This design comes from an exercise in tuning for a short achievable clock period and few clock cycles per item on the open sky130 flow, not from production work. The RTL was checked by simulation tests, not by an equivalence proof against the original design. Power and IR drop assume default switching activity.

$ cat flow/config.mk
export PLATFORM = sky130hd
export DESIGN_NAME = linear_probe_hash_table
export DESIGN_NICKNAME = linear_probe_hash_table
export VERILOG_FILES = /design/flow/design.v
export SDC_FILE = /design/flow/constraint.sdc
export NUM_CORES = 4
export LEC_CHECK = 0
export ABC_CLOCK_PERIOD_IN_PS = 2200
export CAP_MARGIN = 20
export CORE_MARGIN = 2
export CORE_UTILIZATION = 40
export PLACE_DENSITY = 0.6
export SETUP_SLACK_MARGIN = 4.6
export SLEW_MARGIN = 20
$ cat flow/constraint.sdc
create_clock -name core_clock -period 7.0 [get_ports {i_clk}]
set_input_delay 1.4000 -clock core_clock [delete_from_list [all_inputs] [get_ports {i_clk}]]
set_output_delay 1.4000 -clock core_clock [all_outputs]
set_load 0.01 [all_outputs]
$ cat flow/design.v
package lpht_pkg;
    localparam int SLOTS_DEF     = 16;
    localparam int KEY_BYTES_DEF = 8;
    localparam int LEN_W     = 5;
    localparam int OP_W      = 2;
    localparam int STATUS_W  = 2;
    localparam int KEY_W     = 64;
    localparam int VALUE_W   = 64;
    localparam int MARK_W    = 2;
    localparam logic [LEN_W-1:0] TLEN_RESET = 5'd16;
    typedef enum logic [OP_W-1:0] {
        OP_INSERT = 2'd0,
        OP_FIND   = 2'd1,
        OP_REMOVE = 2'd2
    } t_op;
    typedef enum logic [STATUS_W-1:0] {
        ST_DONE      = 2'd0,
        ST_NOT_FOUND = 2'd1,
        ST_DUPLICATE = 2'd2,
        ST_FULL      = 2'd3
    } t_status;
    typedef enum logic [MARK_W-1:0] {
        MARK_EMPTY   = 2'd0,
        MARK_USED    = 2'd1,
        MARK_DELETED = 2'd2
    } t_mark;
endpackage
module lpht_ram #(
    parameter int WIDTH = 8,
    parameter int DEPTH = 16
) (
    input  logic                     i_clk,
    input  logic                     i_we,
    input  logic [$clog2(DEPTH)-1:0] i_waddr,
    input  logic [WIDTH-1:0]         i_wdata,
    input  logic [$clog2(DEPTH)-1:0] i_raddr,
    output logic [WIDTH-1:0]         o_rdata
);
    logic [WIDTH-1:0] r_mem [DEPTH];
    logic [WIDTH-1:0] r_rdata;
    always_ff @(posedge i_clk) begin
        if (i_we) begin
            r_mem[i_waddr] <= i_wdata;
        end
        r_rdata <= r_mem[i_raddr];
    end
    assign o_rdata = r_rdata;
endmodule
module linear_probe_hash_table #(
    parameter int SLOTS     = lpht_pkg::SLOTS_DEF,
    parameter int KEY_BYTES = lpht_pkg::KEY_BYTES_DEF
) (
    input  logic                                            i_clk,
    input  logic                                            i_rst_n,
    input  logic                                            s_axis_tvalid,
    output logic                                            s_axis_tready,
    input  logic [lpht_pkg::KEY_W+lpht_pkg::VALUE_W-1:0]    s_axis_tdata,
    input  logic [lpht_pkg::OP_W-1:0]                       s_axis_tuser,
    output logic                                            m_axis_tvalid,
    input  logic                                            m_axis_tready,
    output logic [lpht_pkg::VALUE_W-1:0]                    m_axis_tdata,
    output logic [lpht_pkg::STATUS_W-1:0]                   m_axis_tuser,
    input  logic                                            i_cfg_we,
    input  logic [lpht_pkg::LEN_W-1:0]                      i_cfg_wdata
);
    localparam int KW   = 8 * KEY_BYTES;
    localparam int VW   = lpht_pkg::VALUE_W;
    localparam int LW   = lpht_pkg::LEN_W;
    localparam int SW   = $clog2(255 * KEY_BYTES + 1);
    localparam int IW   = $clog2(SLOTS);
    localparam int RW   = IW + 1;           
    localparam int QD   = 12;               
    localparam int QAW  = $clog2(QD);
    localparam int OW   = $clog2(QD + 1);
    logic [LW-1:0] r_tlen;
    logic [RW-1:0] r_n;        
    always_ff @(posedge i_clk) begin
        if (!i_rst_n) begin
            r_tlen <= lpht_pkg::TLEN_RESET;
        end else if (i_cfg_we) begin
            r_tlen <= i_cfg_wdata;
        end
    end
    always_ff @(posedge i_clk) begin
        if (r_tlen == '0) begin
            r_n <= RW'(1);
        end else if (32'(r_tlen) > 32'(SLOTS)) begin
            r_n <= RW'(SLOTS);
        end else begin
            r_n <= RW'(r_tlen);
        end
    end
    logic          r_ready;
    logic [OW-1:0] r_owed;     
    logic          take, pop;
    assign s_axis_tready = r_ready;
    assign take = s_axis_tvalid && r_ready;
    logic          p0_v;
    logic [1:0]    p0_op;
    logic [KW-1:0] p0_key;
    logic [VW-1:0] p0_val;
    always_ff @(posedge i_clk) begin
        p0_v   <= take && i_rst_n;
        p0_op  <= s_axis_tuser;
        p0_key <= s_axis_tdata[KW-1:0];
        p0_val <= s_axis_tdata[lpht_pkg::KEY_W +: VW];
    end
    logic          p1_v;
    logic [1:0]    p1_op;
    logic [KW-1:0] p1_key;
    logic [VW-1:0] p1_val;
    logic [SW-2:0] p1_s0, p1_s1;
    always_ff @(posedge i_clk) begin
        p1_v   <= p0_v && i_rst_n;
        p1_op  <= p0_op;
        p1_key <= p0_key;
        p1_val <= p0_val;
        p1_s0  <= (SW-1)'(p0_key[7:0]) + (SW-1)'(p0_key[15:8]) +
                  (SW-1)'(p0_key[23:16]) + (SW-1)'(p0_key[31:24]);
        p1_s1  <= (SW-1)'(p0_key[39:32]) + (SW-1)'(p0_key[47:40]) +
                  (SW-1)'(p0_key[55:48]) + (SW-1)'(p0_key[63:56]);
    end
    logic          p2_v;
    logic [1:0]    p2_op;
    logic [KW-1:0] p2_key;
    logic [VW-1:0] p2_val;
    logic [SW-1:0] p2_sum;
    always_ff @(posedge i_clk) begin
        p2_v   <= p1_v && i_rst_n;
        p2_op  <= p1_op;
        p2_key <= p1_key;
        p2_val <= p1_val;
        p2_sum <= SW'(p1_s0) + SW'(p1_s1);
    end
    localparam int DSTEP = 3;
    localparam int DST   = (SW + DSTEP - 1) / DSTEP;
    function automatic logic [RW-1:0] rem_step(input logic [RW-1:0] r, input logic b,
                                               input logic [RW-1:0] n);
        logic [RW:0] t;
        logic [RW:0] d;
        t = {r, b};
        d = t - {1'b0, n};
        rem_step = d[RW] ? t[RW-1:0] : d[RW-1:0];
    endfunction
    logic          d_v   [DST+1];
    logic [1:0]    d_op  [DST+1];
    logic [KW-1:0] d_key [DST+1];
    logic [VW-1:0] d_val [DST+1];
    logic [SW-1:0] d_x   [DST+1];
    logic [RW-1:0] d_r   [DST+1];
    assign d_v[0]   = p2_v;
    assign d_op[0]  = p2_op;
    assign d_key[0] = p2_key;
    assign d_val[0] = p2_val;
    assign d_x[0]   = p2_sum;
    assign d_r[0]   = '0;
    for (genvar g = 0; g < DST; g++) begin : g_div
        logic [RW-1:0] r;
        logic [SW-1:0] x;
        always_comb begin
            r = d_r[g];
            x = d_x[g];
            for (int i = 0; i < DSTEP; i++) begin
                if (g * DSTEP + i < SW) begin
                    r = rem_step(r, x[SW-1], r_n);
                    x = x << 1;
                end
            end
        end
        always_ff @(posedge i_clk) begin
            d_v[g+1]   <= d_v[g] && i_rst_n;
            d_op[g+1]  <= d_op[g];
            d_key[g+1] <= d_key[g];
            d_val[g+1] <= d_val[g];
            d_x[g+1]   <= x;
            d_r[g+1]   <= r;
        end
    end
    logic [KW-1:0]    r_keys [SLOTS];
    logic [VW-1:0]    r_vals [SLOTS];
    logic [SLOTS-1:0] r_used;
    logic [SLOTS-1:0] r_del;
    logic [SLOTS-1:0] w_sel;
    logic [KW-1:0]    w_key;
    logic [VW-1:0]    w_val;
    always_ff @(posedge i_clk) begin
        for (int s = 0; s < SLOTS; s++) begin
            if (w_sel[s]) begin
                r_keys[s] <= w_key;
                r_vals[s] <= w_val;
            end
        end
    end
    logic          m_v;
    logic [1:0]    m_op;
    logic [KW-1:0] m_key;
    logic [VW-1:0] m_val;
    logic [IW-1:0] m_h;
    assign m_v   = d_v[DST];
    assign m_op  = d_op[DST];
    assign m_key = d_key[DST];
    assign m_val = d_val[DST];
    assign m_h   = IW'(d_r[DST]);
    logic             e_v;
    logic [1:0]       e_op;
    logic [KW-1:0]    e_key;
    logic [VW-1:0]    e_val;
    logic [SLOTS-1:0] e_match;
    logic             e_eqprev;
    logic [SLOTS-1:0] e_hi, e_lo;
    always_ff @(posedge i_clk) begin
        e_v    <= m_v && i_rst_n;
        e_op   <= m_op;
        e_key  <= m_key;
        e_val  <= m_val;
        e_eqprev <= (m_key == e_key);
        for (int s = 0; s < SLOTS; s++) begin
            e_match[s] <= (m_key == (w_sel[s] ? w_key : r_keys[s]));
            e_hi[s]    <= (IW'(s) >= m_h) && (RW'(s) < r_n);
            e_lo[s]    <= (IW'(s) < m_h);
        end
    end
    logic [SLOTS-1:0] mt, hitv, emp, stopv, freev;
    logic [SLOTS-1:0] p_sel, f_sel;
    logic             hit, anyfree;
    logic             is_ins, is_find, is_rem;
    logic [SLOTS-1:0] ins_sel, rem_sel;
    lpht_pkg::t_status st;
    function automatic logic [SLOTS-1:0] first_in_order(input logic [SLOTS-1:0] x,
                                                        input logic [SLOTS-1:0] hi,
                                                        input logic [SLOTS-1:0] lo);
        logic [SLOTS-1:0] xh, xl, f;
        logic seen_h, seen_l, any_h;
        xh = x & hi;
        xl = x & lo;
        any_h = |xh;
        seen_h = 1'b0;
        seen_l = 1'b0;
        for (int s = 0; s < SLOTS; s++) begin
            f[s] = (xh[s] && !seen_h) || (xl[s] && !seen_l && !any_h);
            seen_h = seen_h || xh[s];
            seen_l = seen_l || xl[s];
        end
        first_in_order = f;
    endfunction
    always_comb begin
        mt      = (w_sel & {SLOTS{e_eqprev}}) | (~w_sel & e_match);
        hitv    = r_used & mt;
        emp     = ~r_used & ~r_del;
        stopv   = emp | hitv;
        freev   = ~r_used;
        p_sel   = first_in_order(stopv, e_hi, e_lo);
        f_sel   = first_in_order(freev, e_hi, e_lo);
        hit     = |(p_sel & hitv);
        anyfree = |(freev & (e_hi | e_lo));
        is_ins  = e_v && (e_op == lpht_pkg::OP_INSERT);
        is_find = e_v && (e_op == lpht_pkg::OP_FIND);
        is_rem  = e_v && (e_op == lpht_pkg::OP_REMOVE);
        ins_sel = (is_ins && !hit) ? f_sel : '0;
        rem_sel = (is_rem && hit) ? (p_sel & hitv) : '0;
        st      = lpht_pkg::ST_NOT_FOUND;
        if (is_ins) begin
            st = hit ? lpht_pkg::ST_DUPLICATE : (anyfree ? lpht_pkg::ST_DONE : lpht_pkg::ST_FULL);
        end else if ((is_find || is_rem) && hit) begin
            st = lpht_pkg::ST_DONE;
        end
    end
    logic             v_v;
    lpht_pkg::t_status v_st;
    logic [SLOTS-1:0] v_sel;
    always_ff @(posedge i_clk) begin
        if (!i_rst_n) begin
            r_used <= '0;
            r_del  <= '0;
            w_sel  <= '0;
        end else begin
            r_used <= (r_used & ~rem_sel) | ins_sel;
            r_del  <= (r_del & ~ins_sel) | rem_sel;
            w_sel  <= ins_sel;
        end
        w_key <= e_key;
        w_val <= e_val;
        v_v   <= e_v && i_rst_n;
        v_st  <= st;
        v_sel <= (is_find && hit) ? p_sel : '0;
    end
    logic [VW-1:0] v_val;
    always_comb begin
        v_val = '0;
        for (int s = 0; s < SLOTS; s++) begin
            v_val = v_val | (r_vals[s] & {VW{v_sel[s]}});
        end
    end
    logic                      r_hv;
    lpht_pkg::t_status         r_hst;
    logic [VW-1:0]             r_hval;
    lpht_pkg::t_status         q_st  [QD-1];
    logic [VW-1:0]             q_val [QD-1];
    logic [QAW-1:0]            q_rd, q_wr;
    logic [QAW-1:0]            q_cnt;
    logic                      head_free;
    assign pop       = r_hv && m_axis_tready;
    assign head_free = !r_hv || m_axis_tready;
    always_ff @(posedge i_clk) begin
        if (v_v) begin
            q_st[q_wr]  <= v_st;
            q_val[q_wr] <= v_val;
        end
    end
    always_ff @(posedge i_clk) begin
        if (!i_rst_n) begin
            r_hv  <= 1'b0;
            q_rd  <= '0;
            q_wr  <= '0;
            q_cnt <= '0;
        end else begin
            if (head_free) begin
                if (q_cnt != '0) begin
                    r_hv  <= 1'b1;
                    q_rd  <= (q_rd == QAW'(QD - 2)) ? '0 : q_rd + QAW'(1);
                    if (v_v) begin
                        q_wr <= (q_wr == QAW'(QD - 2)) ? '0 : q_wr + QAW'(1);
                    end else begin
                        q_cnt <= q_cnt - QAW'(1);
                    end
                end else begin
                    r_hv <= v_v;
                end
            end else if (v_v) begin
                q_wr  <= (q_wr == QAW'(QD - 2)) ? '0 : q_wr + QAW'(1);
                q_cnt <= q_cnt + QAW'(1);
            end
        end
    end
    always_ff @(posedge i_clk) begin
        if (head_free) begin
            if (q_cnt != '0) begin
                r_hst  <= q_st[q_rd];
                r_hval <= q_val[q_rd];
            end else begin
                r_hst  <= v_st;
                r_hval <= v_val;
            end
        end
    end
    always_ff @(posedge i_clk) begin
        if (!i_rst_n) begin
            r_owed  <= '0;
            r_ready <= 1'b1;
        end else begin
            case ({take, pop})
                2'b10: begin
                    r_owed  <= r_owed + OW'(1);
                    r_ready <= (r_owed + OW'(1)) < OW'(QD);
                end
                2'b01: begin
                    r_owed  <= r_owed - OW'(1);
                    r_ready <= 1'b1;
                end
                default: begin
                    r_ready <= r_owed < OW'(QD);
                end
            endcase
        end
    end
    assign m_axis_tvalid = r_hv;
    assign m_axis_tuser  = r_hst;
    assign m_axis_tdata  = r_hval;
endmodule
$ cat flow/run.sh
#!/bin/bash
# synth_recipe.tcl (not shown) runs the flow's synth.tcl, then flattens the netlist and writes it again
# the make line also repeats each setting of config.mk as NAME=value (left out here)
make -C /OpenROAD-flow-scripts/flow DESIGN_CONFIG=/design/flow/config.mk WORK_HOME=/design/flow/orfs CLKGATE_MAP_FILE= SYNTH_SCRIPT=/design/flow/synth_recipe.tcl finish
==> results of run 1 <==
## cell families (layout without fill, tap and decap cells)
kind of cell | count (synthesis) | after routing | share of synthesized area [%]
buf+inv | 690 | 1919 | 1.78
flops | 4228 | 4228 | 69.5
simple gates | 1520 | 1524 | 5.56
fa+ha+maj | 132 | 132 | 1.34
xor+xnor | 969 | 970 | 5.73
mux | 1290 | 1290 | 10.7
compound gates | 1093 | 1093 | 5.41
other cells | 1 | 28 | 0.00253
## sequential cells by signal, indices dropped and copies added (netlist names), 256 cells and up, named ones only
name	flops
q_val	704
r_keys	1024
d_key	256
d_val	256
r_vals	1024
## worst max-delay path, cell delays in order (launching register included)
cell	delay, ps
sky130_fd_sc_hd__dfxtp_4	350
sky130_fd_sc_hd__clkinvlp_4	120
sky130_fd_sc_hd__buf_12	150
sky130_fd_sc_hd__ha_4	210
sky130_fd_sc_hd__nor2b_4	120
sky130_fd_sc_hd__o21ai_2	170
sky130_fd_sc_hd__a21boi_2	90
sky130_fd_sc_hd__o21ai_2	160
sky130_fd_sc_hd__nor3b_4	260
sky130_fd_sc_hd__nor2_4	90
sky130_fd_sc_hd__buf_4	140
sky130_fd_sc_hd__mux2_4	320
sky130_fd_sc_hd__ha_4	230
sky130_fd_sc_hd__o21ai_2	80
sky130_fd_sc_hd__a21boi_2	70
sky130_fd_sc_hd__o21a_1	220
sky130_fd_sc_hd__or3_1	360
sky130_fd_sc_hd__a211o_1	320
sky130_fd_sc_hd__nand2_4	90
sky130_fd_sc_hd__mux2i_2	230
sky130_fd_sc_hd__ha_1	260
sky130_fd_sc_hd__a21o_1	160
sky130_fd_sc_hd__a21o_1	160
sky130_fd_sc_hd__a21o_1	210
sky130_fd_sc_hd__a21oi_4	220
sky130_fd_sc_hd__xnor2_2	150
sky130_fd_sc_hd__a21oi_2	80
sky130_fd_sc_hd__a221o_1	360
## where the power goes
group          total [mW]  switching [mW]  internal (mW)
clock network        23.2            9.73           13.4
logic                9.79            5.19           4.60
registers            27.3           0.732           26.5
total                60.2            15.6           44.6
## path summary, 6_finish.rpt
| kind | end | slack, ps | startpoint | cells past startpoint |
|---|---|---|---|---|
| hold / removal | e_val[4]$_DFF_P_ | 260 | d_val[4][4]$_DFF_P_ | 0 |
| setup reg to reg | d_r[3][4]$_DFF_P_ | 1500 | r_n[1]$_SDFF_PP0_ | 27 |
| hold reg to reg | e_val[4]$_DFF_P_ | 260 | d_val[4][4]$_DFF_P_ | 0 |
| setup / recovery | d_r[3][4]$_DFF_P_ | 1500 | r_n[1]$_SDFF_PP0_ | 27 |
## timing repair
item                       4_1_cts  5_1_grt
buffers inserted               364      107
pin swaps                      184      129
hold buffers                     0        0
cloned                          50       12
setup endpoints to repair     1623      470
resized for setup              957      209
## layer usage
layer	routed length [um]	share of wire, %
met1	202000	41
met2	217000	44
met3	48300	9.9
met4	22500	4.6
met5	88	0.018
## per-stage QoR
stage	util, %	cells	setup slack (ps)	hold slack, ps
detailed placement	42.6	14800	725	312
finish	49.1	16100	1500	263
global placement	42.6	14800	638	310
global route	49.1	16100	1220	272
floorplan	-	9923	1080	310
CTS	48.5	16000	1440	260
## area by class of cell
cell class                      count  share of cell area (%)
Timing Repair Buffer              967                    6.15
Tap cell                         4950                    3.42
Multi-Input combinational cell   5010                    25.2
Clock buffer                      589                    6.64
Antenna cell                       27                  0.0373
Clock inverter                    199                    1.22
Inverter                          164                   0.376
Sequential cell                  4228                    57.0
## cell usage in the layout (no fill, tap or decap), types with 74 or more instances in the layout
cell type                         count
sky130_fd_sc_hd__nor4_1              87
sky130_fd_sc_hd__a21o_1              75
sky130_fd_sc_hd__mux4_2             132
sky130_fd_sc_hd__nand4_1            142
sky130_fd_sc_hd__a21oi_1            134
sky130_fd_sc_hd__nand2_1            256
sky130_fd_sc_hd__clkinv_2            86
sky130_fd_sc_hd__clkbuf_16          450
sky130_fd_sc_hd__clkdlybuf4s50_1    137
sky130_fd_sc_hd__a221oi_1           135
sky130_fd_sc_hd__clkbuf_1            99
sky130_fd_sc_hd__a22oi_1            259
sky130_fd_sc_hd__xor2_1             457
sky130_fd_sc_hd__nor2_1             375
sky130_fd_sc_hd__buf_4              465
sky130_fd_sc_hd__inv_1              124
sky130_fd_sc_hd__mux2i_1            120
sky130_fd_sc_hd__buf_6               74
sky130_fd_sc_hd__a22o_1             130
sky130_fd_sc_hd__a211oi_1            76
sky130_fd_sc_hd__and4b_1             82
sky130_fd_sc_hd__xnor2_1            494
sky130_fd_sc_hd__dfxtp_1           2279
sky130_fd_sc_hd__buf_12             105
sky130_fd_sc_hd__edfxtp_1          1816
sky130_fd_sc_hd__mux2_2             966
==> impl_summary.txt, run 1 <==
----------------------------------------------------
[Cells and area]
  Layout Cell Area excl Fill ... approximately 180,000 um^2
  Area growth from synthesis to final layout ... 22.3%
  Filler cells ... 31,000
  Final Net Count ... ~11,000
  Share of layout cells above drive strength 1 ... 29.0%
  Area used by sequential logic in the layout ... 103,000 um^2
  Footprint of the multi-input gates ... approximately 46,000 um^2

[Power]
  Post-route total power ... about 60 mW
  Leak Pwr ... a little under 70 nW
  Largest vdd supply drop ... around 0.35 mV
  Total power per unit cell area ... between 300 and 400 nW/um^2

[Logic synthesis]
  Sequential cell area fraction in the yosys report ... between 60% and 70%
  Count of mapped cells out of synthesis ... slightly below 10,000
  Dominant register cell in the synthesized netlist ... sky130_fd_sc_hd__dfxtp_1
  Async SR Flop Fraction ... 0%
  Synth Net Count ... about 10,000
  Top cells by area in the synthesized netlist ... sky130_fd_sc_hd__edfxtp_1, sky130_fd_sc_hd__dfxtp_1, sky130_fd_sc_hd__mux2_2
  Library cell with the highest instance count after synthesis ... sky130_fd_sc_hd__dfxtp_1
  Synth cell count leaders ... sky130_fd_sc_hd__dfxtp_1, sky130_fd_sc_hd__edfxtp_1, sky130_fd_sc_hd__mux2_2
  Synthesis warning total ... 9
  Library cell with the largest summed area after synthesis ... sky130_fd_sc_hd__edfxtp_1
  Area share of the largest cell type after synthesis ... 36.8%
  Synthesized flop and latch total ... 4,228
  Distinct cell type count after synthesis ... 90
  Number of enable-type register cells in the synthesized netlist ... 1,816
  Cell area after technology mapping ... around 150,000 um^2
  Synthesized area per cell ... 14.9 um^2

[Timing]
  TNS Setup ... 0 ps
  Skew final ... between 100 and 150 ps
  Number of max-slew violations in the final report ... 0
  Slew @ Worst Pin ... around 1100 ps
  F_max ... approximately 180 MHz
  Relative max-transition margin ... about a quarter
  Unrepaired setup endpoints after global routing ... yes
  Final worst path period share ... roughly 79%
  Count of final setup violators ... 0
  Hold Fails Final Rpt ... 0
  Min Clock Period, post-route ... about 5500 ps

[Routing]
  Antenna-violating nets left ... 0
  Routed via count ... ~90,000
  DRC violations left ... 0
  Iter 0 DRT Violations ... about 11,000
  Routed wire length ... 489 mm
  Vias per inst ... about 5.5
  DRT Pass-1 Iters ... 6
  Final routed wire length divided by cell count ... between 30 and 40 um

[Clock tree]
  CTS tree ... done
  CTS clk-pin slew, worst paths ... around 60 ps
  Total number of H-tree levels ... 5
  Clock Latency Late Sink ... 1000 ps
  CTS buffer count ... ~430
  Clock Tree Buf Depth ... 4
  Buffer cell driving the clock tree root ... sky130_fd_sc_hd__clkbuf_16
  TritonCTS Sinks ... 4,228

[Critical path]
  Critical-path maximum fanout ... 4
  CP endpoint kind ... register
  Critical Path Start Type ... register
  Required arrival time at the worst endpoint ... 7830 ps
  Arr. time, crit path ... 6320 ps
  Kind of critical path ... register to register

[Global route]
  Global-route wire length before repair ... roughly 670 mm
  Antenna violations before repair ... 54
  Total overflow reported by the global router ... 0
  Routing usage on met2 ... roughly two fifths
  Met3 track demand over resource ... about 5.1%
  Gr usage total ... around a quarter
  Vias in the first global route ... 87,800
  Global routing's busiest layer ... met2
  Global routing usage on met1 ... approximately a third
  Maximum number of pins on one net before global-route repair ... around 140

[Floorplanning]
  Vert. Die Dim ... around 600 um
  Overall die area ... approximately 370,000 um^2
  Die outline width ... 612 um
  Row Count ... around 220
  Starting density of the core ... 40.2%
  Core outline area ... 369,000 um^2
  Number of ports placed on the die boundary ... roughly 210

[Place]
  Final estimated routing congestion in global placement ... approximately 0.89
  Placed Area ... 157,000 um^2
  Number of input and output port buffers inserted ... roughly 210
  Post-detail-place hpwl ... 262 mm

[Job]
  Total of max-cap violations ... 0

[Hold path]
  Type of the worst min-delay path ... register to register

[Outcome]
  Result of the run ... timing/DRC/antenna clean

----------------------------------------------------
Testbench counts, summed over its fixed seeds: cycles 4,080, items 4,000.
==> run 2, diff against run 1 <==
--- a/flow/config.mk
+++ b/flow/config.mk
@@ -7,3 +7,2 @@
 export LEC_CHECK = 0
-export ABC_CLOCK_PERIOD_IN_PS = 2200
 export CAP_MARGIN = 20
@@ -12,3 +11,2 @@
 export PLACE_DENSITY = 0.6
-export SETUP_SLACK_MARGIN = 4.6
 export SLEW_MARGIN = 20
==> run 2 against run 1 <==
  * Setup slack worse by 820 ps
  * Die area stayed put
  * Sequential power hardly changed
  * Synthesized cell count stayed put
  * Clock power hardly changed
  * Maximum frequency is 13% lower
  * Combinational power is about 30% lower
  * Largest power group unchanged
  * Highest routed layer unchanged
==> impl_summary.txt, run 2 <==
----------------------------------------------------
[Critical path]
  Critical Path Start Type ... register (unchanged)
  Critical-path maximum fanout ... 11 (was 4)
  Cell class contributing the biggest share of worst-path delay ... compound AO/OA/AOI/OAI gates (unchanged)
  Required arrival time at the worst endpoint ... 7870 ps (was 7830 ps)
  Biggest cell delay along the critical path ... 520 ps (was 360 ps)
  Arr. time, crit path ... 7190 ps (was 6320 ps)
  Worst reg2reg startpoint ... r_n[2]$_SDFF_PP0_ (was r_n[1]$_SDFF_PP0_)
  CP endpoint kind ... register (unchanged)
  Launch point of the critical path ... r_n[2]$_SDFF_PP0_ (was r_n[1]$_SDFF_PP0_)
  Buffers plus inverters on the worst setup path ... 1 (was 3)
  Cell with the largest stage delay on the worst path ... sky130_fd_sc_hd__dfxtp_1 (was sky130_fd_sc_hd__or3_1)
  Kind of critical path ... register to register (unchanged)

[Logic synthesis]
  Count of mapped cells out of synthesis ... 9,923 (unchanged)
  Synth Net Count ... 10,200 (unchanged)
  Synthesized area per cell ... 14.9 um^2 (unchanged)
  Synth cell count leaders ... sky130_fd_sc_hd__dfxtp_1, sky130_fd_sc_hd__edfxtp_1, sky130_fd_sc_hd__mux2_2 (unchanged)
  Library cell with the highest instance count after synthesis ... sky130_fd_sc_hd__dfxtp_1 (unchanged)
  Dominant register cell in the synthesized netlist ... sky130_fd_sc_hd__dfxtp_1 (unchanged)
  Library cell with the largest summed area after synthesis ... sky130_fd_sc_hd__edfxtp_1 (unchanged)
  Area share of the largest cell type after synthesis ... 36.8% (unchanged)
  Sequential cell area fraction in the yosys report ... 69.5% (unchanged)
  Top cells by area in the synthesized netlist ... sky130_fd_sc_hd__edfxtp_1, sky130_fd_sc_hd__dfxtp_1, sky130_fd_sc_hd__mux2_2 (unchanged)
  Distinct cell type count after synthesis ... 90 (unchanged)
  Cell area after technology mapping ... 148,000 um^2 (unchanged)
  Synthesis warning total ... 9 (unchanged)
  Async SR Flop Fraction ... 0% (unchanged)
  Synthesized flop and latch total ... 4,228 (unchanged)
  Number of enable-type register cells in the synthesized netlist ... 1,816 (unchanged)

[Power]
  Leak Pwr ... 63.2 nW (was 68.1 nW)
  Total power per unit cell area ... 335 nW/um^2 (was 332 nW/um^2)
  Largest vdd supply drop ... 0.342 mV (was 0.349 mV)
  Post-route total power ... 57.2 mW (was 60.2 mW)

[Cells and area]
  Final Net Count ... 10,500 (was 11,100)
  Filler cells ... 31,800 (was 31,000)
  Post-route core utilization ... 46.4% (was 49.1%)
  Commonest non-fill, non-tap cells in the layout ... sky130_fd_sc_hd__dfxtp_1, sky130_fd_sc_hd__edfxtp_1, sky130_fd_sc_hd__mux2_2 (unchanged)
  Share of layout cells above drive strength 1 ... 21.1% (was 29.0%)
  Commonest non-fill, non-tap cell in the layout ... sky130_fd_sc_hd__dfxtp_1 (unchanged)
  Area growth from synthesis to final layout ... 15.5% (was 22.3%)
  Largest registers ... r_keys x1024, r_vals x1024, q_val x704 (unchanged)

[Routing]
  Routed wire length ... 450 mm (was 489 mm)
  DRT Pass-1 Iters ... 5 (was 6)
  Routed via count ... 84,800 (was 89,500)
  Iter 0 DRT Violations ... 8,741 (was 11,100)
  DRC violations left ... 0 (unchanged)
  Antenna-violating nets left ... 0 (unchanged)
  Vias per inst ... 5.43 (was 5.55)
  Final routed wire length divided by cell count ... 28.8 um (was 30.3 um)

[Timing]
  Skew final ... 131 ps (was 105 ps)
  Min Clock Period, post-route ... 6320 ps (was 5500 ps)
  Slew @ Worst Pin ... 1150 ps (was 1140 ps)
  Final worst path period share ... 90.2% (was 78.5%)
  Final critical-path setup slack ... 684 ps (was 1500 ps)
  Number of max-slew violations in the final report ... 0 (unchanged)
  Worst hold-check slack ... 218 ps (was 263 ps)
  Hold Fails Final Rpt ... 0 (unchanged)
  F_max ... 158 MHz (was 182 MHz)
  Relative max-transition margin ... 23.5% (was 24.1%)
  Unrepaired setup endpoints after global routing ... no (was yes)
  Count of final setup violators ... 0 (unchanged)
  TNS Setup ... 0 ps (unchanged)

[Place]
  Post-detail-place hpwl ... 270 mm (was 262 mm)
  Number of input and output port buffers inserted ... 207 (unchanged)
  Final estimated routing congestion in global placement ... 0.874 (was 0.885)
  Pre-CTS setup slack ... 516 ps (was 725 ps)

[Global route]
  Maximum number of pins on one net before global-route repair ... 135 (unchanged)
  Antenna violations before repair ... 44 (was 54)
  Vias in the first global route ... 84,400 (was 87,800)
  Gr usage total ... 23.5% (was 25.2%)
  Total overflow reported by the global router ... 0 (unchanged)
  Global-route wire length before repair ... 627 mm (was 669 mm)

[Clock tree]
  Clock Latency Late Sink ... 1000 ps (about the same)
  Setup Buffers After CTS ... 0 (was 364)
  CTS tree ... done (unchanged)
  CTS buffer count ... 422 (was 426)
  Clock Tree Buf Depth ... 4 (unchanged)
  CTS hold repair buffers ... 0 (unchanged)
  Total number of H-tree levels ... 5 (unchanged)
  Buffer cell driving the clock tree root ... sky130_fd_sc_hd__clkbuf_16 (unchanged)
  Number of gates resized after CTS ... 0 (was 957)
  CTS clk-pin slew, worst paths ... 60 ps (about the same)
  TritonCTS Sinks ... 4,228 (unchanged)

[Hold path]
  Startpoint of the worst hold path ... d_val[2][30]$_DFF_P_ (was d_val[4][4]$_DFF_P_)
  Type of the worst min-delay path ... register to register (unchanged)

[Outcome]
  Result of the run ... timing/DRC/antenna clean (unchanged)

[Floorplanning]
  Core outline area ... 369,000 um^2 (unchanged)
  Number of ports placed on the die boundary ... 208 (unchanged)
  Die outline width ... 612 um (unchanged)
  Vert. Die Dim ... 612 um (unchanged)
  Starting density of the core ... 40.2% (unchanged)
  Overall die area ... 375,000 um^2 (unchanged)
  Row Count ... 223 (unchanged)

[Job]
  Total of max-cap violations ... 0 (unchanged)

----------------------------------------------------
-- run 2: layout make-up --
class | instances | area [um^2] | area share [%]
Sequential cell | 4228 | 103000 | 60.2
Multi-Input combinational cell | 5005 | 42700 | 25.0
Clock buffer | 611 | 12200 | 7.13
Tap cell | 4950 | 6190 | 3.62
Timing Repair Buffer | 455 | 4020 | 2.35
Clock inverter | 182 | 2190 | 1.28
Inverter | 164 | 617 | 0.361
Antenna cell | 34 | 85.1 | 0.0498
-- run 2: worst register-to-register path, cell delays in order (launching register included) --
cell	delay (ps)
sky130_fd_sc_hd__dfxtp_1	520
sky130_fd_sc_hd__inv_1	190
sky130_fd_sc_hd__ha_1	370
sky130_fd_sc_hd__o21ai_0	120
sky130_fd_sc_hd__a21boi_0	250
sky130_fd_sc_hd__o21ai_0	150
sky130_fd_sc_hd__nor3b_2	190
sky130_fd_sc_hd__nor2_2	220
sky130_fd_sc_hd__mux2i_1	290
sky130_fd_sc_hd__ha_1	270
sky130_fd_sc_hd__nor2b_1	130
sky130_fd_sc_hd__o21ai_0	240
sky130_fd_sc_hd__a21boi_0	140
sky130_fd_sc_hd__o21a_1	210
sky130_fd_sc_hd__or3_1	350
sky130_fd_sc_hd__a211o_1	340
sky130_fd_sc_hd__nand2_1	130
sky130_fd_sc_hd__mux2i_1	280
sky130_fd_sc_hd__ha_1	280
sky130_fd_sc_hd__a21o_1	160
sky130_fd_sc_hd__a21o_1	200
sky130_fd_sc_hd__a21o_1	180
sky130_fd_sc_hd__a21oi_1	340
sky130_fd_sc_hd__xnor2_1	170
sky130_fd_sc_hd__a21oi_1	110
sky130_fd_sc_hd__a221o_1	380
-- run 2: cells by family after synthesis --
kind of cell	after synthesis	synth area share (%)
adders and majority gates	132	1.34
AOI/OAI and AO/OA	1093	5.41
other	1	0.00253
xor gates and xnor gates	969	5.73
DFF	4228	69.5
muxes	1290	10.7
buffers and inverters	690	1.78
and+or+nand+nor	1520	5.56
-- run 2: power breakdown --
group | internal (mW) | total [mW] | switching [mW]
clock network | 13.4 | 23.1 | 9.66
registers | 26.4 | 27.2 | 0.785
logic | 2.89 | 6.87 | 3.98
-- run 2: final timing paths --
path                                to  slack (ps)  cells after the start
setup / recovery     d_r[3][3]$_DFF_P_         680                     25
hold / removal    d_val[3][30]$_DFF_P_         220                      0
setup reg to reg     d_r[3][3]$_DFF_P_         680                     25
hold reg to reg   d_val[3][30]$_DFF_P_         220                      0
-- run 2: per-layer routing --
metal  vias to the layer above  track usage, %  part of all wire, %  wire, um
li1                      37100               -                    -         -
met1                     43400            30.8                   41    186000
met2                      3449            38.7                   47    212000
met3                       924            3.09                  6.7     30100
met4                         8            10.5                  4.9     22100
met5                         -               0                0.014        64
-- run 2: metrics by stage --
stage               area (um^2)  cells
CTS                      171000  15600
global placement         156000  14800
detailed placement       156000  14800
global route             171000  15600
finish                   171000  15600
floorplan                148000   9923

re-timing with driven ports:
No port has a modelled driver above. Below, the same layouts with a new extraction and two added sets of constraints.
Step 1 (the two cells are an assumption about what drives the block):
set clk [get_ports {i_clk}]
set_driving_cell -lib_cell sky130_fd_sc_hd__clkbuf_16 $clk
set_driving_cell -lib_cell sky130_fd_sc_hd__buf_2 [delete_from_list [all_inputs] $clk]
Step 2 also shifts input and output timing later by t, the mid clock arrival at the registers, as if the neighbouring blocks saw the same clock.
Three values: ideal, step 1, step 2; two values: the first two.
run | t (ns) | setup WS [ns] | latest minus earliest clock arrival (ns) | worst register clock-pin slew, ns
run 1 | 1.056 | 1.502 / 1.502 / 1.502 | 0.106 / 0.106 | 0.07 / 0.07
run 2 | 1.050 | 0.684 / 0.684 / 0.684 | 0.141 / 0.141 | 0.07 / 0.07
After both steps every run listed still meets setup and hold.
